Background: an optimization exercise with open tools, aiming at small area, a short achievable clock period and few clock cycles per item. Do not read the settings as production practice.
Where RTL was checked, it was by simulation tests only, not by an equivalence proof against the original.
Power figures rest on the tool's default switching activity, not on a simulated workload.

==> v28: inputs <==
// timing_recovery_top
module timing_recovery_top (
  input  wire                  clk,
  input  wire                  reset_i,
  input  wire                  raw_valid_i,
  input  timing_pkg::sample_t  raw_i_i,
  input  timing_pkg::sample_t  raw_q_i,
  input  wire           [15:0] step_i,
  input  timing_pkg::mu_gain_t mu_gain_i,
  input  wire                  sym_ready_i,
  output logic                 raw_ready_o,
  output logic                 sym_valid_o,
  output timing_pkg::sym_t     sym_i_o,
  output timing_pkg::sym_t     sym_q_o
);
  logic             accept;
  logic             s1_valid;
  logic             s2_valid;
  logic             out_free;   
  logic             en2;        
  logic             adv;        
  logic             push;       
  timing_pkg::mu_t  mu;
  timing_pkg::sym_t rail_i;
  timing_pkg::sym_t rail_q;
  assign push        = s2_valid & out_free;
  assign en2         = !s2_valid | out_free;
  assign adv         = s1_valid & en2;
  assign raw_ready_o = !s1_valid | en2;
  assign accept      = raw_valid_i & raw_ready_o;
  symbol_nco i_symbol_nco (
    .clk        (clk),
    .reset_i    (reset_i),
    .accept_i   (accept),
    .step_i     (step_i),
    .mu_gain_i  (mu_gain_i),
    .adv_i      (adv),
    .wrap_o     (),
    .s1_valid_o (s1_valid),
  ...
==> module symbol_nco, before the edit <==
module symbol_nco (
  input  wire                  clk,
  input  wire                  reset_i,
  input  wire                  accept_i,      
  input  wire           [15:0] step_i,
  input  timing_pkg::mu_gain_t mu_gain_i,
  input  wire                  adv_i,         
  output logic                 wrap_o,        
  output logic                 s1_valid_o,
  output timing_pkg::mu_t      mu_o           
);
  localparam int MU_W   = timing_pkg::MU_W;
  localparam int PROD_W = timing_pkg::MU_W + timing_pkg::MU_GAIN_W;   
  logic [15:0]          acc_q;
  logic [16:0]          phase_sum;
  logic [MU_W-1:0]      resid_q;
  timing_pkg::mu_gain_t gain_q;
  logic [PROD_W-1:0]    mu_prod;
  assign phase_sum = {1'b0, acc_q} + {1'b0, step_i};
  assign wrap_o    = phase_sum[16];
  always_ff @(posedge clk) begin
    if (reset_i) begin
      acc_q      <= '0;
      s1_valid_o <= 1'b0;
    end else if (accept_i) begin
      acc_q      <= phase_sum[15:0];
      s1_valid_o <= phase_sum[16];
    end else if (adv_i) begin
      s1_valid_o <= 1'b0;
    end
  end
  always_ff @(posedge clk) begin
    if (accept_i) begin
      resid_q <= phase_sum[15:8];
      gain_q  <= mu_gain_i;
    end
  end
  mu_mult i_mu_mult (
    .a_i (resid_q),
    .b_i (gain_q),
    .p_o (mu_prod)
  );
  always_ff @(posedge clk) begin
    if (adv_i) begin
      mu_o <= (|mu_prod[PROD_W-1:2*MU_W]) ? '1 : mu_prod[2*MU_W-1:MU_W];
    end
  end
endmodule
==> module rail_interp, before the edit <==
module rail_interp (
  input  wire                 clk,
  input  wire                 reset_i,
  input  wire                 accept_i,   
  input  timing_pkg::sample_t smp_i,
  input  wire                 adv_i,      
  input  timing_pkg::mu_t     mu_i,       
  output timing_pkg::sym_t    rail_o      
);
  timing_pkg::sample_t cur_q;     
  timing_pkg::sample_t prev_q;    
  logic [15:0]         xc_q;      
  logic [16:0]         d_q;       
  logic [23:0]         y;
  always_ff @(posedge clk) begin
    if (reset_i) begin
      cur_q <= '0;
    end else if (accept_i) begin
      cur_q <= smp_i;
    end
  end
  always_ff @(posedge clk) begin
    if (accept_i) prev_q <= cur_q;
  end
  always_ff @(posedge clk) begin
    if (adv_i) begin
      xc_q <= cur_q + 16'd256;
      d_q  <= 17'(prev_q) - 17'(cur_q);
    end
  end
  interp_tree i_interp_tree (
    .d_i  (d_q),
    .mu_i (mu_i),
    .xc_i (xc_q),
    .y_o  (y)
  );
  assign rail_o = y[23:6];
endmodule
==> module timing_recovery_top, before the edit <==
module timing_recovery_top (
  input  wire                  clk,
  input  wire                  reset_i,
  input  wire                  raw_valid_i,
  input  timing_pkg::sample_t  raw_i_i,
  input  timing_pkg::sample_t  raw_q_i,
  input  wire           [15:0] step_i,
  input  timing_pkg::mu_gain_t mu_gain_i,
  input  wire                  sym_ready_i,
  output logic                 raw_ready_o,
  output logic                 sym_valid_o,
  output timing_pkg::sym_t     sym_i_o,
  output timing_pkg::sym_t     sym_q_o
);
  logic             accept;
  logic             s1_valid;
  logic             s2_valid;
  logic             out_free;   
  logic             en2;        
  logic             adv;        
  logic             push;       
  timing_pkg::mu_t  mu;
  timing_pkg::sym_t rail_i;
  timing_pkg::sym_t rail_q;
  assign push        = s2_valid & out_free;
  assign en2         = !s2_valid | out_free;
  assign adv         = s1_valid & en2;
  assign raw_ready_o = !s1_valid | en2;
  assign accept      = raw_valid_i & raw_ready_o;
  symbol_nco i_symbol_nco (
    .clk        (clk),
    .reset_i    (reset_i),
    .accept_i   (accept),
    .step_i     (step_i),
    .mu_gain_i  (mu_gain_i),
    .adv_i      (adv),
    .wrap_o     (),
    .s1_valid_o (s1_valid),
    .mu_o       (mu)
  );
  rail_interp i_rail_i (
    .clk      (clk),
    .reset_i  (reset_i),
    .accept_i (accept),
    .smp_i    (raw_i_i),
    .adv_i    (adv),
    .mu_i     (mu),
    .rail_o   (rail_i)
  );
  rail_interp i_rail_q (
    .clk      (clk),
    .reset_i  (reset_i),
    .accept_i (accept),
    .smp_i    (raw_q_i),
    .adv_i    (adv),
    .mu_i     (mu),
    .rail_o   (rail_q)
  );
  symbol_joiner i_symbol_joiner (
    .clk         (clk),
    .reset_i     (reset_i),
    .push_i      (push),
    .i_sym_i     (rail_i),
    .q_sym_i     (rail_q),
    .sym_ready_i (sym_ready_i),
    .free_o      (out_free),
    .sym_valid_o (sym_valid_o),
    .sym_i_o     (sym_i_o),
    .sym_q_o     (sym_q_o)
  );
  always_ff @(posedge clk) begin
    if (reset_i) begin
      s2_valid <= 1'b0;
    end else if (en2) begin
      s2_valid <= adv;
    end
  end
endmodule
clock: 9.0 ns
lec_check: 0
cap_margin: 20
core_margin: 2
core_utilization: 40
setup_slack_margin: 3.0
slew_margin: 20
standard.sh (not shown) runs the stock make flow with config.mk's settings and CLKGATE_MAP_FILE= SYNTH_SCRIPT=/design/flow/synth_recipe.tcl, a recipe that flattens the netlist after the stock synthesis.
==> flow/flow/run.sh <==
#!/bin/bash
# Standard layout with two changes:
#  - plain buffers on the ports instead of the delay buffers buffer_ports picks
#  - after synthesis, inv_opt.tcl pushes inverters through the full adders
#    (a full adder is self-dual), removing inverter pairs between adder cells
set -euo pipefail
export BUFFER_PORTS_ARGS="-buffer_cell sky130_fd_sc_hd__buf_2"
export POST_SYNTH_TCL="$PWD/flow/inv_opt.tcl"
bash standard.sh > standard_flow.log 2>&1
Other scripts of this flow, unchanged in this note and not shown: flow/flow/inv_opt.tcl
==> v2: changes against v28 <==
Settings changed: CORE_UTILIZATION 40 to 55, CTS_BUF_LIST from default to sky130_fd_sc_hd__clkbuf_4 sky130_fd_sc_hd__clkbuf_8, SETUP_SLACK_MARGIN 3.0 to 3.7.
==> v10: changes against v28 <==
--- a/flow/design.v
+++ b/flow/design.v
@@ -23,3 +23,4 @@
   output logic                 s1_valid_o,
-  output timing_pkg::mu_t      mu_o           
+  output timing_pkg::mu_t      mu_o,          
+  output timing_pkg::mu_t      mu_n_o         
 );
@@ -58,3 +59,4 @@
     if (adv_i) begin
-      mu_o <= (|mu_prod[PROD_W-1:2*MU_W]) ? '1 : mu_prod[2*MU_W-1:MU_W];
+      mu_o   <= (|mu_prod[PROD_W-1:2*MU_W]) ? '1 : mu_prod[2*MU_W-1:MU_W];
+      mu_n_o <= (|mu_prod[PROD_W-1:2*MU_W]) ? '0 : ~mu_prod[2*MU_W-1:MU_W];
     end
@@ -217,3 +219,5 @@
 `default_nettype none
-module rail_interp (
+module rail_interp #(
+  parameter bit MU_INV = 1'b0    
+) (
   input  wire                 clk,
@@ -249,3 +253,3 @@
     .d_i  (d_q),
-    .mu_i (mu_i),
+    .mu_i (MU_INV ? ~mu_i : mu_i),
     .xc_i (xc_q),
@@ -555,2 +559,3 @@
   timing_pkg::mu_t  mu;
+  timing_pkg::mu_t  mu_n;
   timing_pkg::sym_t rail_i;
@@ -571,3 +576,4 @@
     .s1_valid_o (s1_valid),
-    .mu_o       (mu)
+    .mu_o       (mu),
+    .mu_n_o     (mu_n)
   );
@@ -582,3 +588,5 @@
   );
-  rail_interp i_rail_q (
+  rail_interp #(
+    .MU_INV (1'b1)
+  ) i_rail_q (
     .clk      (clk),
@@ -588,3 +596,3 @@
     .adv_i    (adv),
-    .mu_i     (mu),
+    .mu_i     (mu_n),
     .rail_o   (rail_q)
Settings changed: SETUP_SLACK_MARGIN 3.0 to 4.0.
==> summary of the runs <==
- v2 passed the timing, design-rule and antenna checks. v28 completed with no timing, DRC or antenna violations. v10 produced a clean layout.
- Between v2 and v10, the lower clock power is in v2 (gap about 4%, measured against v10).
- Register-to-register slack, highest first: v10, v2, v28.
- In v10 the utilization is lower than in v2, by 15 points.
- Of v28 and v2, v28 has the higher wire length (gap about 4.5%, measured against v2).
- Between v10 and v28, the lower hold slack is in v10 (gap 0.0031 ns).
- Maximum frequency, lowest first: v28, v2, v10.
- Between v2 and v10, the lower synthesized area is in v2 (gap about 2.7%, measured against v10).
- In flip-flop and latch count, v2 and v28 do not differ.
- In critical path depth, v28 and v10 do not differ.
- Between v10 and v2, the lower cell area is in v2 (gap 6.6%, measured against v2).
Testbench counts of v28, summed over its fixed seeds: cycles 24,012, items 24,000.
Testbench counts of v2, summed over its fixed seeds: cycles 24,012, items 24,000.
No functional check of the RTL was part of v10.

what the ideal ports hide:
The flow's constraints put no driver on any port. The routed layouts listed below were extracted and timed again, unchanged, in two steps. Step 1 sets driving cells, clkbuf_16 on the clock port and buf_2 on the other inputs (assumed; they add their load-dependent delay and slew). Step 2 times the ports against the registers' clock, not the clock port: input delays grow and output delays shrink by t, the midpoint of the rising clock arrivals with the driver on. Slacks: ideal / step 1 / step 2; pairs: ideal / step 1.
run | t, ns | slack for setup (ns) | hold slack, ns | worst register clock-pin slew, ns | cell pins on the clock port's net
v28 | 0.603 | 3.419 / 3.419 / 3.419 | 0.461 / 0.461 / 0.461 | 0.06 / 0.06 | 1
v2 | 0.641 | 3.941 / 3.941 / 3.941 | 0.459 / 0.459 / 0.459 | 0.07 / 0.07 | 1
v10 | 0.615 | 4.065 / 4.065 / 4.065 | 0.458 / 0.458 / 0.458 | 0.07 / 0.07 | 1
After both steps every run listed still meets setup and hold.
